This design comes from an exercise in tuning for small area on the open sky130 flow, not from production work.
RTL that was checked went through simulation tests only; none was proved equivalent to the original.

// pe_cell_ctrl
module pe_cell_ctrl
(
	input  logic       clk,
	input  logic       rst_n,
	input  logic       cs_n,
	input  logic       cvalid,
	input  pe_ctrl_pkg::work_mode_e work_mode,
	input  pe_data_pkg::pe_id_t     pe_id,
	input  pe_data_pkg::trunc_t     reg_data_trunc,
	input  pe_data_pkg::bus_byte_t  wdata,
	input  logic       wdata_valid,
	output logic       wdata_busy,
	output logic       pe_busy,
	output pe_data_pkg::bus_byte_t  rdata,
	output logic       rdata_valid,
	output logic       rdata_last,
	input  logic       rdata_busy,
	output pe_data_pkg::row_vec_t   xin,
	output logic       pulse_in,
	output logic       rst_pe_rram,
	input  logic       pim_ready,
	input  pe_data_pkg::col_vec_t   partial_result
);
Settings: LEC_CHECK=0, CAP_MARGIN=20, CELL_PAD_IN_SITES_DETAIL_PLACEMENT=1, CELL_PAD_IN_SITES_GLOBAL_PLACEMENT=2, CORE_AREA=2 2 638 328, DIE_AREA=0 0 640 330, PLACE_DENSITY=0.5, SLEW_MARGIN=20, SYNTH_HIERARCHICAL=1, SYNTH_MINIMUM_KEEP_SIZE=0; clock period 12.5 ns.
standard.sh (not shown) runs the stock make flow with config.mk's settings and CLKGATE_MAP_FILE= SYNTH_SCRIPT=/design/flow/synth_recipe.tcl, a recipe that flattens the netlist after the stock synthesis.
==> flow/flow/run.sh <==
#!/bin/bash
# The standard layout (standard.sh: synthesis to final DEF), with the port
# buffers made of the smallest buffer cell instead of the default choice,
# and no dummy loads in the clock tree.
set -euo pipefail
export BUFFER_PORTS_ARGS="-buffer_cell sky130_fd_sc_hd__buf_1"
export CTS_ARGS="-sink_clustering_enable -repair_clock_nets -dont_use_dummy_load"
bash standard.sh finish > standard.log 2>&1
The starting point completed without violations.
==> next run, changes <==
==> flow/run.sh (new file) <==
#!/bin/bash
# synth_recipe.tcl (not shown) runs the flow's synth.tcl, then flattens the netlist and writes it again
# the make line also repeats each setting of config.mk as NAME=value (left out here)
make -C /OpenROAD-flow-scripts/flow DESIGN_CONFIG=/design/flow/config.mk WORK_HOME=/design/flow/orfs CLKGATE_MAP_FILE= SYNTH_SCRIPT=/design/flow/synth_recipe.tcl finish
removed: flow/flow/run.sh
removed: flow/standard.sh
Result: The new run produced a clean layout; wire length is about the same; core utilization came out higher by 5.0 points; global-route usage stays flat.
==> next run, changes <==
==> flow/flow/run.sh (new file) <==
#!/bin/bash
# The standard layout (standard.sh: synthesis to final DEF), with the port
# buffers made of the smallest buffer cell instead of the default choice,
# and no dummy loads in the clock tree.
set -euo pipefail
export BUFFER_PORTS_ARGS="-buffer_cell sky130_fd_sc_hd__buf_1"
export CTS_ARGS="-sink_clustering_enable -repair_clock_nets -dont_use_dummy_load -buf_list sky130_fd_sc_hd__clkbuf_8"
bash standard.sh finish > standard.log 2>&1
==> flow/standard.sh (new file) <==
#!/bin/bash
# synth_recipe.tcl (not shown) runs the flow's synth.tcl, then flattens the netlist and writes it again
# the make line also repeats each setting of config.mk as NAME=value (left out here)
make -C /OpenROAD-flow-scripts/flow DESIGN_CONFIG=/design/flow/config.mk WORK_HOME=/design/flow/orfs CLKGATE_MAP_FILE= SYNTH_SCRIPT=/design/flow/synth_recipe.tcl "${@:-finish}"
removed: flow/run.sh
After rerunning:
- sequential share of layout area is higher by 4.2 points
- final cell count grows by 0.46%
- critical path depth decreases by 1

========
== juniper ==
Another version of the RTL of pe_cell_ctrl (not shown whole).
For scale: roughly 5000 cells after synthesis, roughly 790 flip-flops, ~1600 I/O pins, about 0.058 sq mm of cells after synthesis.
Settings: LEC_CHECK=0, CAP_MARGIN=20, CELL_PAD_IN_SITES_DETAIL_PLACEMENT=1, CELL_PAD_IN_SITES_GLOBAL_PLACEMENT=2, CORE_AREA=2 2 638 328, DIE_AREA=0 0 640 330, PLACE_DENSITY=0.5, SLEW_MARGIN=20, SYNTH_HIERARCHICAL=1, SYNTH_MINIMUM_KEEP_SIZE=0; clock period 12.5 ns.
==> flow/flow/run.sh <==
#!/bin/bash
# The standard layout (standard.sh: synthesis to final DEF), with the port
# buffers made of the smallest buffer cell instead of the default choice,
# and no dummy loads in the clock tree.
set -euo pipefail
export BUFFER_PORTS_ARGS="-buffer_cell sky130_fd_sc_hd__buf_1"
export RECOVER_POWER=100
export CTS_ARGS="-sink_clustering_enable -repair_clock_nets -dont_use_dummy_load -sink_clustering_size 22 -sink_clustering_max_diameter 100"
bash standard.sh finish > standard.log 2>&1
[flow] juniper | stages: complete | final checks: fail | reason: capacitance limit, slew limit
## Diff of input files: quartz against juniper
- SLEW_MARGIN: 20 -> 10
- CAP_MARGIN: 20 -> 10
--- a/flow/flow/run.sh
+++ b/flow/flow/run.sh
@@ -7 +6,0 @@
-export RECOVER_POWER=100
### Flow results
None of the runs juniper and quartz ends with a clean layout.
The flow completed for quartz, but it is not clean: the layout still shows slew limit.
Total of max-cap violations | quartz below juniper
From juniper to quartz the numbers moved as follows: sequential fraction of total cell area now sits at about the same level, post-route minimum period now sits lower, clock skew now sits higher, clock-pin transition on the worst setup and hold timing paths now sits at about the same level, clock latency reported for the late side of the worst-skew pair now sits at about the same level.
Area: quartz vs juniper -> quartz larger
Going from juniper to quartz, total wirelength of the detailed-routed design comparable.
Modified inputs, xenon compared to quartz
- changing SLEW_MARGIN from 10 to 20
- changing CAP_MARGIN from 10 to 20
==> comparison <==
xenon did not stop at any stage, and its layout met the timing, DRC and antenna checks. Compared quartz against xenon; via count within noise. The utilization was comparable across quartz and xenon. Summary of xenon over quartz: final worst-path cycle share lower, final-layout clock buffer total lower, global-route usage roughly the same, critical path data required time roughly the same, cell count roughly the same. Iteration-0 DRC count of the detailed router (higher): xenon. Routed wire length across quartz and xenon: no real change.
No run of this note included a check of the RTL's function; only the layout flow was run.

========
v20:
Another version of the RTL of pe_cell_ctrl (not shown whole).
Size: about 4600 cells after synthesis, ~790 flip-flops, roughly 54000 µm² of cells after synthesis.
clock: 12.5 ns
lec_check: 0
cap_margin: 20
cell_pad_in_sites_detail_placement: 1
cell_pad_in_sites_global_placement: 1
core_area: 2 2 718 398
die_area: 0 0 720 400
place_density: 0.55
slew_margin: 20
synth_hierarchical: 1
synth_minimum_keep_size: 0
==> flow/flow/run.sh <==
#!/bin/bash
# The standard layout (standard.sh: synthesis to final DEF), with the port
# buffers made of the smallest buffer cell instead of the default choice,
# and no dummy loads in the clock tree.
set -euo pipefail
export BUFFER_PORTS_ARGS="-buffer_cell sky130_fd_sc_hd__buf_1"
export CTS_ARGS="-sink_clustering_enable -repair_clock_nets -dont_use_dummy_load -sink_clustering_size 22 -sink_clustering_max_diameter 100"
bash standard.sh finish > standard.log 2>&1
v20 | status: complete | timing, DRC, antenna: pass
Changes in v45 relative to v20:
diff --git a/flow/config.mk b/flow/config.mk
--- a/flow/config.mk
+++ b/flow/config.mk
@@ -8 +8 @@
-export CAP_MARGIN = 20
+export CAP_MARGIN = 15
@@ -14 +14 @@
-export SLEW_MARGIN = 20
+export SLEW_MARGIN = 15
### Flow results
- | total wirelength of the detailed-routed design | v45 vs v20 | ≈ equal |
- Cell count essentially unchanged between v20 and v45.
- No run among v20 and v45 stopped early or left any final violation; all are clean.
- v20 -> v45: layout overhead on the synthesized area flat
- Diff v20..v45 | cell area after synthesis | unchanged
- As far as setup TNS after final layout goes, v20 and v45 are indistinguishable; the numbers are identical.
- Diff v20 -> v45: worst slack on hold paths picked up an extra 0.013 ns, register fraction of the total cell area neither gained nor lost much.
- Higher smallest setup slack after layout was reported by v45, not v20.
Inputs modified between v45 and v42:
diff --git a/flow/config.mk b/flow/config.mk
--- a/flow/config.mk
+++ b/flow/config.mk
@@ -8 +8 @@
-export CAP_MARGIN = 15
+export CAP_MARGIN = 20
@@ -10 +10 @@
-export CELL_PAD_IN_SITES_GLOBAL_PLACEMENT = 1
+export CELL_PAD_IN_SITES_GLOBAL_PLACEMENT = 2
@@ -13,2 +13,3 @@
-export PLACE_DENSITY = 0.55
-export SLEW_MARGIN = 15
+export GPL_TIMING_DRIVEN = 0
+export PLACE_DENSITY = 0.4
+export SLEW_MARGIN = 20
--- outcome ---
For the sequential share of layout area, v42 came in 0.68 points lower than v45 did.
Design area, v45 and v42: smaller value in v45
When v42 is set beside v45, its via density per instance turns out to be 3.3% smaller.
Looking at pre-CTS setup slack across v45 and v42, the one that comes out higher is v45.

========
== main ==
pe_cell_ctrl again, from the RTL that the note above started with.
Settings: LEC_CHECK=0, CAP_MARGIN=20, CELL_PAD_IN_SITES_DETAIL_PLACEMENT=1, CELL_PAD_IN_SITES_GLOBAL_PLACEMENT=1, CORE_AREA=2 2 718 398, DIE_AREA=0 0 720 400, PLACE_DENSITY=0.65, SLEW_MARGIN=20, SYNTH_HIERARCHICAL=1, SYNTH_MINIMUM_KEEP_SIZE=0; clock period 12.5 ns.
Scripts as last shown in full above: flow/flow/run.sh
For the feature branch, these inputs were changed with respect to main:
Settings: a change of CELL_PAD_IN_SITES_GLOBAL_PLACEMENT from 1 to 2; a change of PLACE_DENSITY from 0.65 to 0.4.
Findings:
Between main and the feature branch, number of filler cells placed in the layout is lower for the feature branch, main comes in above that. The feature branch vs. main: multiplexer share of the synthesized area held steady; maximum frequency from static timing analysis rose 0.73%; routed via count divided by cell count down 3.6%. Any difference in post-synthesis register bit count between the feature branch and main is small enough to ignore. Any difference in non-clock inverter count in the final layout between the feature branch and main is small enough to ignore. The worst slew margin relative to its limit in the feature branch sits 3.2 points below the value recorded for main.

[separate check: timing with driven ports]
Ports are ideal in the flow. The routed layouts listed here were re-timed in OpenROAD.
Step 1, drivers: a clkbuf_16 drives clk and a buf_2 each remaining input, both assumed.
Step 2 times the ports against the registers' clock, not the clock port: input delays grow and output delays shrink by t, the midpoint of the rising clock arrivals with the driver on.
Three values: ideal ports, drivers, drivers and shift; two values: the first two.
run | t (ns) | slack for setup (ns) | worst setup path after step 2 | worst slew at a driven data input, ns
the first run of note 1 | 0.745 | 2.549 / 2.455 / 2.861 | register to register | 0.32
the second run of note 1 | 0.764 | 1.999 / 1.897 / 2.526 | register to register | 0.32
the third run of note 1 | 0.938 | 2.355 / 2.252 / 2.859 | register to register | 0.32
juniper | 0.771 | 2.094 / 2.057 / 2.094 | register to register | 0.37
quartz | 0.759 | 2.448 / 2.365 / 2.448 | register to register | 0.34
xenon | 0.764 | 2.509 / 2.420 / 2.509 | register to register | 0.37
v20 | 0.768 | 3.129 / 3.001 / 3.001 | input to output | 0.34
v45 | 0.757 | 3.135 / 3.023 / 3.023 | input to output | 0.31
v42 | 0.736 | 1.768 / 1.690 / 2.425 | register to output | 0.24
main | 0.769 | 3.272 / 3.183 / 3.319 | register to register | 0.36
the feature branch | 0.755 | 3.338 / 3.261 / 3.191 | input to register | 0.21
For the feature branch, which loses most, drivers alone change the setup slack by -0.077 ns; drivers and shift together by -0.147 ns.
